Source: an optimization exercise on an open RTL-to-GDS flow (aim: small area, a short achievable clock period and few clock cycles per item). Production flows keep margins and buffers that such runs may drop. At most, simulation tests tie the RTL to the original design; equivalence was not proved.

==> job 1779 <==
Design ifft_butterfly_stage, start of the top module:
module ifft_butterfly_stage #(
   parameter int DW = 16,
   parameter int TW = 16,
   parameter int OW = 18
) (
   input  logic                 clk,
   input  logic                 rst,
   input  logic                 in_valid,
   output logic                 in_ready,
   input  logic signed [DW-1:0] in1_real,
   input  logic signed [DW-1:0] in1_imag,
   input  logic signed [DW-1:0] in2_real,
   input  logic signed [DW-1:0] in2_imag,
   input  logic signed [TW-1:0] twiddle_real,
   input  logic signed [TW-1:0] twiddle_imag,
   output logic                 out_valid,
   input  logic                 out_ready,
   output logic signed [OW-1:0] out1_real,
   output logic signed [OW-1:0] out1_imag,
   output logic signed [OW-1:0] out2_real,
   output logic signed [OW-1:0] out2_imag,
   output logic                 sat
);
   logic        adv, clipr, clipi, clip3;
   logic        v1_q, v2_q, v3_q, sat_q;
   logic [16:0] sr1_q, si1_q, sr2_q, si2_q, sr3_q, si3_q;
   logic [16:0] dr1_q, di1_q;
  ...
clock: 7.5 ns
lec_check: 0
abc_clock_period_in_ps: 2000
cap_margin: 20
core_margin: 2
core_utilization: 55
setup_slack_margin: 3.9
slew_margin: 20
tns_end_percent: 20
run.sh (not shown) runs the stock make flow with config.mk's settings and CLKGATE_MAP_FILE= SYNTH_SCRIPT=/design/flow/synth_recipe.tcl, a recipe that flattens the netlist after the stock synthesis.
==> inputs of job 5691, as changes to job 1779 <==
--- a/flow/design.v
+++ b/flow/design.v
@@ -16,16 +16,17 @@
    input  logic [16:0] di,
    input  logic [7:0]  one_r,
    input  logic [7:0]  two_r,
    input  logic [7:0]  neg_r,
    input  logic [7:0]  one_i,
    input  logic [7:0]  two_i,
    input  logic [7:0]  neg_i,
-   output logic [18:0] re_o,
-   output logic [18:0] im_o
+   output logic [17:0] re_o,
+   output logic [17:0] im_o,
+   output logic        clip_o
 );
    logic re_pp1;
    logic re_pp2;
    logic re_pp3;
    logic re_pp4;
    logic re_pp5;
    logic re_pp6;
@@ -1928,17 +1929,19 @@
    logic im_q30_0;
    logic im_q30_1;
    logic im_q30_2;
    logic im_q30_3;
    logic im_q31_0;
    logic im_q31_1;
    logic [32:0] re_a, re_b, re_v;
-   logic [18:0] re_res;
+   logic re_clip;
+   logic [17:0] re_res;
    logic [32:0] im_a, im_b, im_v;
-   logic [18:0] im_res;
+   logic im_clip;
+   logic [17:0] im_res;
    always_ff @(posedge clk) begin
       if (adv_i) begin
          re_q0_0 <= re_pp1;
          re_q0_1 <= neg_r[0];
          re_q0_2 <= re_pp145;
          re_q0_3 <= neg_i[0];
          re_q1_0 <= re_pp2;
@@ -3016,15 +3019,16 @@
    assign re_s827 = re_s763 ^ re_q30_3 ^ re_c762;
    assign re_c828 = (re_s763 & re_q30_3) | (re_s763 & re_c762) | (re_q30_3 & re_c762);
    assign re_s829 = re_s765 ^ re_c764 ^ 1'b1;
    assign re_c830 = (re_s765 & re_c764) | (re_s765 & 1'b1) | (re_c764 & 1'b1);
    assign re_a = {re_c766, re_s829, re_s827, re_s825, re_s823, re_s821, re_s819, re_s817, re_s815, re_s813, re_s811, re_s809, re_s807, re_s805, re_s803, re_s801, re_s799, re_s797, re_s795, re_s793, re_s791, re_s789, re_s787, re_s785, re_s783, re_s781, re_s779, re_s777, re_s775, re_s773, re_s771, re_s769, re_s767};
    assign re_b = {re_c830, re_c828, re_c826, re_c824, re_c822, re_c820, re_c818, re_c816, re_c814, re_c812, re_c810, re_c808, re_c806, re_c804, re_c802, re_c800, re_c798, re_c796, re_c794, re_c792, re_c790, re_c788, re_c786, re_c784, re_c782, re_c780, re_c778, re_c776, re_c774, re_c772, re_c770, re_c768, re_q0_3};
    assign re_v = re_a + re_b;
-   assign re_res = re_v[32:14];
+   assign re_clip = re_v[32] ^ re_v[31];
+   assign re_res = re_clip ? {re_v[32], {17{~re_v[32]}}} : re_v[31:14];
    assign im_pp831 = ((one_r[0] & di[0]) ^ neg_r[0]);
    assign im_pp832 = (((one_r[0] & di[1]) | (two_r[0] & di[0])) ^ neg_r[0]);
    assign im_pp833 = (((one_r[0] & di[2]) | (two_r[0] & di[1])) ^ neg_r[0]);
    assign im_pp834 = (((one_r[0] & di[3]) | (two_r[0] & di[2])) ^ neg_r[0]);
    assign im_pp835 = (((one_r[0] & di[4]) | (two_r[0] & di[3])) ^ neg_r[0]);
    assign im_pp836 = (((one_r[0] & di[5]) | (two_r[0] & di[4])) ^ neg_r[0]);
    assign im_pp837 = (((one_r[0] & di[6]) | (two_r[0] & di[5])) ^ neg_r[0]);
@@ -3850,17 +3854,19 @@
    assign im_s1657 = im_s1593 ^ im_q30_3 ^ im_c1592;
    assign im_c1658 = (im_s1593 & im_q30_3) | (im_s1593 & im_c1592) | (im_q30_3 & im_c1592);
    assign im_s1659 = im_s1595 ^ im_c1594 ^ 1'b1;
    assign im_c1660 = (im_s1595 & im_c1594) | (im_s1595 & 1'b1) | (im_c1594 & 1'b1);
    assign im_a = {im_c1596, im_s1659, im_s1657, im_s1655, im_s1653, im_s1651, im_s1649, im_s1647, im_s1645, im_s1643, im_s1641, im_s1639, im_s1637, im_s1635, im_s1633, im_s1631, im_s1629, im_s1627, im_s1625, im_s1623, im_s1621, im_s1619, im_s1617, im_s1615, im_s1613, im_s1611, im_s1609, im_s1607, im_s1605, im_s1603, im_s1601, im_s1599, im_s1597};
    assign im_b = {im_c1660, im_c1658, im_c1656, im_c1654, im_c1652, im_c1650, im_c1648, im_c1646, im_c1644, im_c1642, im_c1640, im_c1638, im_c1636, im_c1634, im_c1632, im_c1630, im_c1628, im_c1626, im_c1624, im_c1622, im_c1620, im_c1618, im_c1616, im_c1614, im_c1612, im_c1610, im_c1608, im_c1606, im_c1604, im_c1602, im_c1600, im_c1598, im_q0_3};
    assign im_v = im_a + im_b;
-   assign im_res = im_v[32:14];
+   assign im_clip = im_v[32] ^ im_v[31];
+   assign im_res = im_clip ? {im_v[32], {17{~im_v[32]}}} : im_v[31:14];
    assign re_o   = re_res;
    assign im_o   = im_res;
+   assign clip_o = re_clip | im_clip;
 endmodule
 module ifft_butterfly_stage #(
    parameter int DW = 16,
    parameter int TW = 16,
    parameter int OW = 18
 ) (
    input  logic                 clk,
@@ -3877,21 +3883,21 @@
    input  logic                 out_ready,
    output logic signed [OW-1:0] out1_real,
    output logic signed [OW-1:0] out1_imag,
    output logic signed [OW-1:0] out2_real,
    output logic signed [OW-1:0] out2_imag,
    output logic                 sat
 );
-   logic        adv, clipr, clipi, clip3;
+   logic        adv, clip;
    logic        v1_q, v2_q, v3_q, sat_q;
    logic [16:0] sr1_q, si1_q, sr2_q, si2_q, sr3_q, si3_q;
    logic [16:0] dr1_q, di1_q;
    logic [7:0]  one_r, two_r, neg_r, one_i, two_i, neg_i;
    logic [7:0]  oner_q, twor_q, negr_q, onei_q, twoi_q, negi_q;
-   logic [18:0] re_d, im_d, pr3_q, pi3_q;
+   logic [17:0] re_d, im_d, o2r_q, o2i_q;
    assign adv      = !v3_q || out_ready;
    assign in_ready = adv;
    always_comb begin
       for (int j = 0; j < 8; j++) begin
          logic rb2, rb1, rb0, ib2, ib1, ib0;
          rb2 = twiddle_real[2*j+1];
          rb1 = twiddle_real[2*j];
@@ -3903,25 +3909,22 @@
          two_r[j] = (rb2 & ~rb1 & ~rb0) | (~rb2 & rb1 & rb0);
          neg_r[j] = rb2;
          one_i[j] = ib1 ^ ib0;
          two_i[j] = (ib2 & ~ib1 & ~ib0) | (~ib2 & ib1 & ib0);
          neg_i[j] = ib2;
       end
    end
-   assign clipr = pr3_q[18] ^ pr3_q[17];
-   assign clipi = pi3_q[18] ^ pi3_q[17];
-   assign clip3 = v3_q & (clipr | clipi);
    always_ff @(posedge clk or posedge rst) begin
       if (rst) begin
          v1_q  <= 1'b0;
          v2_q  <= 1'b0;
          v3_q  <= 1'b0;
          sat_q <= 1'b0;
       end else begin
-         sat_q <= sat_q | clip3;
+         sat_q <= sat_q | (adv & v2_q & clip);
          if (adv) begin
             v1_q <= in_valid;
             v2_q <= v1_q;
             v3_q <= v2_q;
          end
       end
    end
@@ -3937,32 +3940,33 @@
          onei_q <= one_i;
          twoi_q <= two_i;
          negi_q <= neg_i;
          sr2_q  <= sr1_q;
          si2_q  <= si1_q;
          sr3_q  <= sr2_q;
          si3_q  <= si2_q;
-         pr3_q  <= re_d;
-         pi3_q  <= im_d;
+         o2r_q  <= re_d;
+         o2i_q  <= im_d;
       end
    end
    cmult_conj uMult (
       .clk    (clk),
       .adv_i  (adv),
       .dr     (dr1_q),
       .di     (di1_q),
       .one_r  (oner_q),
       .two_r  (twor_q),
       .neg_r  (negr_q),
       .one_i  (onei_q),
       .two_i  (twoi_q),
       .neg_i  (negi_q),
       .re_o   (re_d),
-      .im_o   (im_d)
+      .im_o   (im_d),
+      .clip_o (clip)
    );
    assign out_valid = v3_q;
    assign out1_real = {sr3_q[16], sr3_q};
    assign out1_imag = {si3_q[16], si3_q};
-   assign out2_real = clipr ? {pr3_q[18], {17{~pr3_q[18]}}} : pr3_q[17:0];
-   assign out2_imag = clipi ? {pi3_q[18], {17{~pi3_q[18]}}} : pi3_q[17:0];
-   assign sat       = sat_q | clip3;
+   assign out2_real = o2r_q;
+   assign out2_imag = o2i_q;
+   assign sat       = sat_q;
 endmodule
ABC_CLOCK_PERIOD_IN_PS = default   (was 2000)
CORE_UTILIZATION = 40   (was 55)
SETUP_SLACK_MARGIN = default   (was 3.9)
TNS_END_PERCENT = default   (was 20)
==> inputs of job 9382, as changes to job 1779 <==
--- a/flow/design.v
+++ b/flow/design.v
@@ -16,16 +16,17 @@
    input  logic [16:0] di,
    input  logic [7:0]  one_r,
    input  logic [7:0]  two_r,
    input  logic [7:0]  neg_r,
    input  logic [7:0]  one_i,
    input  logic [7:0]  two_i,
    input  logic [7:0]  neg_i,
-   output logic [18:0] re_o,
-   output logic [18:0] im_o
+   output logic [17:0] re_o,
+   output logic [17:0] im_o,
+   output logic        clip_o
 );
    logic re_pp1;
    logic re_pp2;
    logic re_pp3;
    logic re_pp4;
    logic re_pp5;
    logic re_pp6;
@@ -1928,17 +1929,19 @@
    logic im_q30_0;
    logic im_q30_1;
    logic im_q30_2;
    logic im_q30_3;
    logic im_q31_0;
    logic im_q31_1;
    logic [32:0] re_a, re_b, re_v;
-   logic [18:0] re_res;
+   logic re_clip;
+   logic [17:0] re_res;
    logic [32:0] im_a, im_b, im_v;
-   logic [18:0] im_res;
+   logic im_clip;
+   logic [17:0] im_res;
    always_ff @(posedge clk) begin
       if (adv_i) begin
          re_q0_0 <= re_pp1;
          re_q0_1 <= neg_r[0];
          re_q0_2 <= re_pp145;
          re_q0_3 <= neg_i[0];
          re_q1_0 <= re_pp2;
@@ -3016,15 +3019,16 @@
    assign re_s827 = re_s763 ^ re_q30_3 ^ re_c762;
    assign re_c828 = (re_s763 & re_q30_3) | (re_s763 & re_c762) | (re_q30_3 & re_c762);
    assign re_s829 = re_s765 ^ re_c764 ^ 1'b1;
    assign re_c830 = (re_s765 & re_c764) | (re_s765 & 1'b1) | (re_c764 & 1'b1);
    assign re_a = {re_c766, re_s829, re_s827, re_s825, re_s823, re_s821, re_s819, re_s817, re_s815, re_s813, re_s811, re_s809, re_s807, re_s805, re_s803, re_s801, re_s799, re_s797, re_s795, re_s793, re_s791, re_s789, re_s787, re_s785, re_s783, re_s781, re_s779, re_s777, re_s775, re_s773, re_s771, re_s769, re_s767};
    assign re_b = {re_c830, re_c828, re_c826, re_c824, re_c822, re_c820, re_c818, re_c816, re_c814, re_c812, re_c810, re_c808, re_c806, re_c804, re_c802, re_c800, re_c798, re_c796, re_c794, re_c792, re_c790, re_c788, re_c786, re_c784, re_c782, re_c780, re_c778, re_c776, re_c774, re_c772, re_c770, re_c768, re_q0_3};
    assign re_v = re_a + re_b;
-   assign re_res = re_v[32:14];
+   assign re_clip = re_v[32] ^ re_v[31];
+   assign re_res = re_clip ? {re_v[32], {17{~re_v[32]}}} : re_v[31:14];
    assign im_pp831 = ((one_r[0] & di[0]) ^ neg_r[0]);
    assign im_pp832 = (((one_r[0] & di[1]) | (two_r[0] & di[0])) ^ neg_r[0]);
    assign im_pp833 = (((one_r[0] & di[2]) | (two_r[0] & di[1])) ^ neg_r[0]);
    assign im_pp834 = (((one_r[0] & di[3]) | (two_r[0] & di[2])) ^ neg_r[0]);
    assign im_pp835 = (((one_r[0] & di[4]) | (two_r[0] & di[3])) ^ neg_r[0]);
    assign im_pp836 = (((one_r[0] & di[5]) | (two_r[0] & di[4])) ^ neg_r[0]);
    assign im_pp837 = (((one_r[0] & di[6]) | (two_r[0] & di[5])) ^ neg_r[0]);
@@ -3850,17 +3854,19 @@
    assign im_s1657 = im_s1593 ^ im_q30_3 ^ im_c1592;
    assign im_c1658 = (im_s1593 & im_q30_3) | (im_s1593 & im_c1592) | (im_q30_3 & im_c1592);
    assign im_s1659 = im_s1595 ^ im_c1594 ^ 1'b1;
    assign im_c1660 = (im_s1595 & im_c1594) | (im_s1595 & 1'b1) | (im_c1594 & 1'b1);
    assign im_a = {im_c1596, im_s1659, im_s1657, im_s1655, im_s1653, im_s1651, im_s1649, im_s1647, im_s1645, im_s1643, im_s1641, im_s1639, im_s1637, im_s1635, im_s1633, im_s1631, im_s1629, im_s1627, im_s1625, im_s1623, im_s1621, im_s1619, im_s1617, im_s1615, im_s1613, im_s1611, im_s1609, im_s1607, im_s1605, im_s1603, im_s1601, im_s1599, im_s1597};
    assign im_b = {im_c1660, im_c1658, im_c1656, im_c1654, im_c1652, im_c1650, im_c1648, im_c1646, im_c1644, im_c1642, im_c1640, im_c1638, im_c1636, im_c1634, im_c1632, im_c1630, im_c1628, im_c1626, im_c1624, im_c1622, im_c1620, im_c1618, im_c1616, im_c1614, im_c1612, im_c1610, im_c1608, im_c1606, im_c1604, im_c1602, im_c1600, im_c1598, im_q0_3};
    assign im_v = im_a + im_b;
-   assign im_res = im_v[32:14];
+   assign im_clip = im_v[32] ^ im_v[31];
+   assign im_res = im_clip ? {im_v[32], {17{~im_v[32]}}} : im_v[31:14];
    assign re_o   = re_res;
    assign im_o   = im_res;
+   assign clip_o = re_clip | im_clip;
 endmodule
 module ifft_butterfly_stage #(
    parameter int DW = 16,
    parameter int TW = 16,
    parameter int OW = 18
 ) (
    input  logic                 clk,
@@ -3877,23 +3883,28 @@
    input  logic                 out_ready,
    output logic signed [OW-1:0] out1_real,
    output logic signed [OW-1:0] out1_imag,
    output logic signed [OW-1:0] out2_real,
    output logic signed [OW-1:0] out2_imag,
    output logic                 sat
 );
-   logic        adv, clipr, clipi, clip3;
-   logic        v1_q, v2_q, v3_q, sat_q;
+   logic        adv, clip, ld3, fire3;
+   logic        v1_q, v2_q, v3_q, vs_q, sat_q;
+   logic        clips_q;
+   logic [16:0] srs_q, sis_q;
+   logic [17:0] o2rs_q, o2is_q;
    logic [16:0] sr1_q, si1_q, sr2_q, si2_q, sr3_q, si3_q;
    logic [16:0] dr1_q, di1_q;
    logic [7:0]  one_r, two_r, neg_r, one_i, two_i, neg_i;
    logic [7:0]  oner_q, twor_q, negr_q, onei_q, twoi_q, negi_q;
-   logic [18:0] re_d, im_d, pr3_q, pi3_q;
-   assign adv      = !v3_q || out_ready;
+   logic [17:0] re_d, im_d, o2r_q, o2i_q;
+   assign adv      = !vs_q;
    assign in_ready = adv;
+   assign fire3    = v3_q && out_ready;
+   assign ld3      = !v3_q || out_ready;
    always_comb begin
       for (int j = 0; j < 8; j++) begin
          logic rb2, rb1, rb0, ib2, ib1, ib0;
          rb2 = twiddle_real[2*j+1];
          rb1 = twiddle_real[2*j];
          rb0 = (j == 0) ? 1'b0 : twiddle_real[2*j-1];
          ib2 = twiddle_imag[2*j+1];
@@ -3903,29 +3914,34 @@
          two_r[j] = (rb2 & ~rb1 & ~rb0) | (~rb2 & rb1 & rb0);
          neg_r[j] = rb2;
          one_i[j] = ib1 ^ ib0;
          two_i[j] = (ib2 & ~ib1 & ~ib0) | (~ib2 & ib1 & ib0);
          neg_i[j] = ib2;
       end
    end
-   assign clipr = pr3_q[18] ^ pr3_q[17];
-   assign clipi = pi3_q[18] ^ pi3_q[17];
-   assign clip3 = v3_q & (clipr | clipi);
    always_ff @(posedge clk or posedge rst) begin
       if (rst) begin
          v1_q  <= 1'b0;
          v2_q  <= 1'b0;
          v3_q  <= 1'b0;
+         vs_q  <= 1'b0;
          sat_q <= 1'b0;
       end else begin
-         sat_q <= sat_q | clip3;
          if (adv) begin
             v1_q <= in_valid;
             v2_q <= v1_q;
-            v3_q <= v2_q;
+         end
+         if (ld3) begin
+            v3_q  <= vs_q | v2_q;
+            sat_q <= sat_q | (vs_q ? clips_q : (v2_q & clip));
+         end
+         if (vs_q) begin
+            if (ld3) vs_q <= 1'b0;
+         end else if (!ld3) begin
+            vs_q <= v2_q;
          end
       end
    end
    always_ff @(posedge clk) begin
       if (adv) begin
          sr1_q  <= {in1_real[15], in1_real} + {in2_real[15], in2_real};
          si1_q  <= {in1_imag[15], in1_imag} + {in2_imag[15], in2_imag};
@@ -3935,34 +3951,44 @@
          twor_q <= two_r;
          negr_q <= neg_r;
          onei_q <= one_i;
          twoi_q <= two_i;
          negi_q <= neg_i;
          sr2_q  <= sr1_q;
          si2_q  <= si1_q;
-         sr3_q  <= sr2_q;
-         si3_q  <= si2_q;
-         pr3_q  <= re_d;
-         pi3_q  <= im_d;
+      end
+      if (!vs_q && !ld3) begin
+         srs_q   <= sr2_q;
+         sis_q   <= si2_q;
+         o2rs_q  <= re_d;
+         o2is_q  <= im_d;
+         clips_q <= clip;
+      end
+      if (ld3) begin
+         sr3_q <= vs_q ? srs_q  : sr2_q;
+         si3_q <= vs_q ? sis_q  : si2_q;
+         o2r_q <= vs_q ? o2rs_q : re_d;
+         o2i_q <= vs_q ? o2is_q : im_d;
       end
    end
    cmult_conj uMult (
       .clk    (clk),
       .adv_i  (adv),
       .dr     (dr1_q),
       .di     (di1_q),
       .one_r  (oner_q),
       .two_r  (twor_q),
       .neg_r  (negr_q),
       .one_i  (onei_q),
       .two_i  (twoi_q),
       .neg_i  (negi_q),
       .re_o   (re_d),
-      .im_o   (im_d)
+      .im_o   (im_d),
+      .clip_o (clip)
    );
    assign out_valid = v3_q;
    assign out1_real = {sr3_q[16], sr3_q};
    assign out1_imag = {si3_q[16], si3_q};
-   assign out2_real = clipr ? {pr3_q[18], {17{~pr3_q[18]}}} : pr3_q[17:0];
-   assign out2_imag = clipi ? {pi3_q[18], {17{~pi3_q[18]}}} : pi3_q[17:0];
-   assign sat       = sat_q | clip3;
+   assign out2_real = o2r_q;
+   assign out2_imag = o2i_q;
+   assign sat       = sat_q;
 endmodule
ABC_CLOCK_PERIOD_IN_PS = 3000   (was 2000)
SETUP_SLACK_MARGIN = 4.3   (was 3.9)
TNS_END_PERCENT = 30   (was 20)
==> summary of the runs <==
- Job 9382 completed without violations. Job 1779 ran to the end with no violations. Job 5691 finished with timing, DRC and antenna clean.
- Sequential cell count: job 9382 > job 1779 > job 5691.
- Routed wire length, highest first: job 9382, job 1779, job 5691.
- First-iteration DRC count: job 1779 is larger than job 5691 (about 30%).
==> figures <==
Result of the run: job 1779 finished clean; job 9382 finished clean; job 5691 finished clean
Seq. cell area: job 1779 0.01412 sq mm; job 9382 0.01622 sq mm; job 5691 0.01406 sq mm
Count of buffering cells on the critical path with inverters included: job 1779 0; job 9382 1; job 5691 0
Vias: job 1779 30160; job 9382 32560; job 5691 28430
Number of antenna repair diodes: job 1779 1; job 9382 1; job 5691 0
Share of post-route cells with drive strength above 1: job 1779 0.1070; job 9382 0.2140; job 5691 0.05753
Worst hold start: job 1779 sr1_q[16]$_DFFE_PP_; job 9382 sr1_q[1]$_DFFE_PN_; job 5691 sr1_q[12]$_DFFE_PN_
Mux cell area share after synthesis: job 1779 0.003609; job 9382 0.01907; job 5691 0.003622
Initial antenna violation count: job 1779 1; job 9382 3; job 5691 0
Syn Nets: job 1779 4440; job 9382 4521; job 5691 4334
Resized Gates After CTS: job 1779 193; job 9382 630; job 5691 0
Testbench counts of job 1779, summed over its fixed seeds: cycles 16,024, items 16,000.
The RTL of job 5691 and job 9382 was laid out without a check of its function.

==> re-timing with driven ports <==
No port has a modelled driver above. Below, the same layouts with a new extraction and two added sets of constraints. Step 1, drivers: a clkbuf_16 drives clk and a buf_2 each remaining input, both assumed. Step 2 also shifts input and output timing later by t, the mid clock arrival at the registers, as if the neighbouring blocks saw the same clock. Slacks: ideal ports / drivers / drivers and shift; pairs: ideal ports / drivers.
run | shift t [ns] | slack for setup (ns) | latest minus earliest clock arrival (ns) | worst data-port slew with drivers (ns)
job 1779 | 0.701 | 3.774 / 3.774 / 3.333 | 0.043 / 0.044 | 0.06
job 5691 | 0.694 | 2.493 / 2.493 / 2.493 | 0.042 / 0.043 | 0.07
job 9382 | 0.722 | 3.110 / 3.110 / 3.110 | 0.041 / 0.041 | 0.08
After both steps every run listed still meets setup and hold. For job 1779, which loses most, drivers alone change the setup slack by 0.000 ns; drivers and shift together by -0.441 ns.
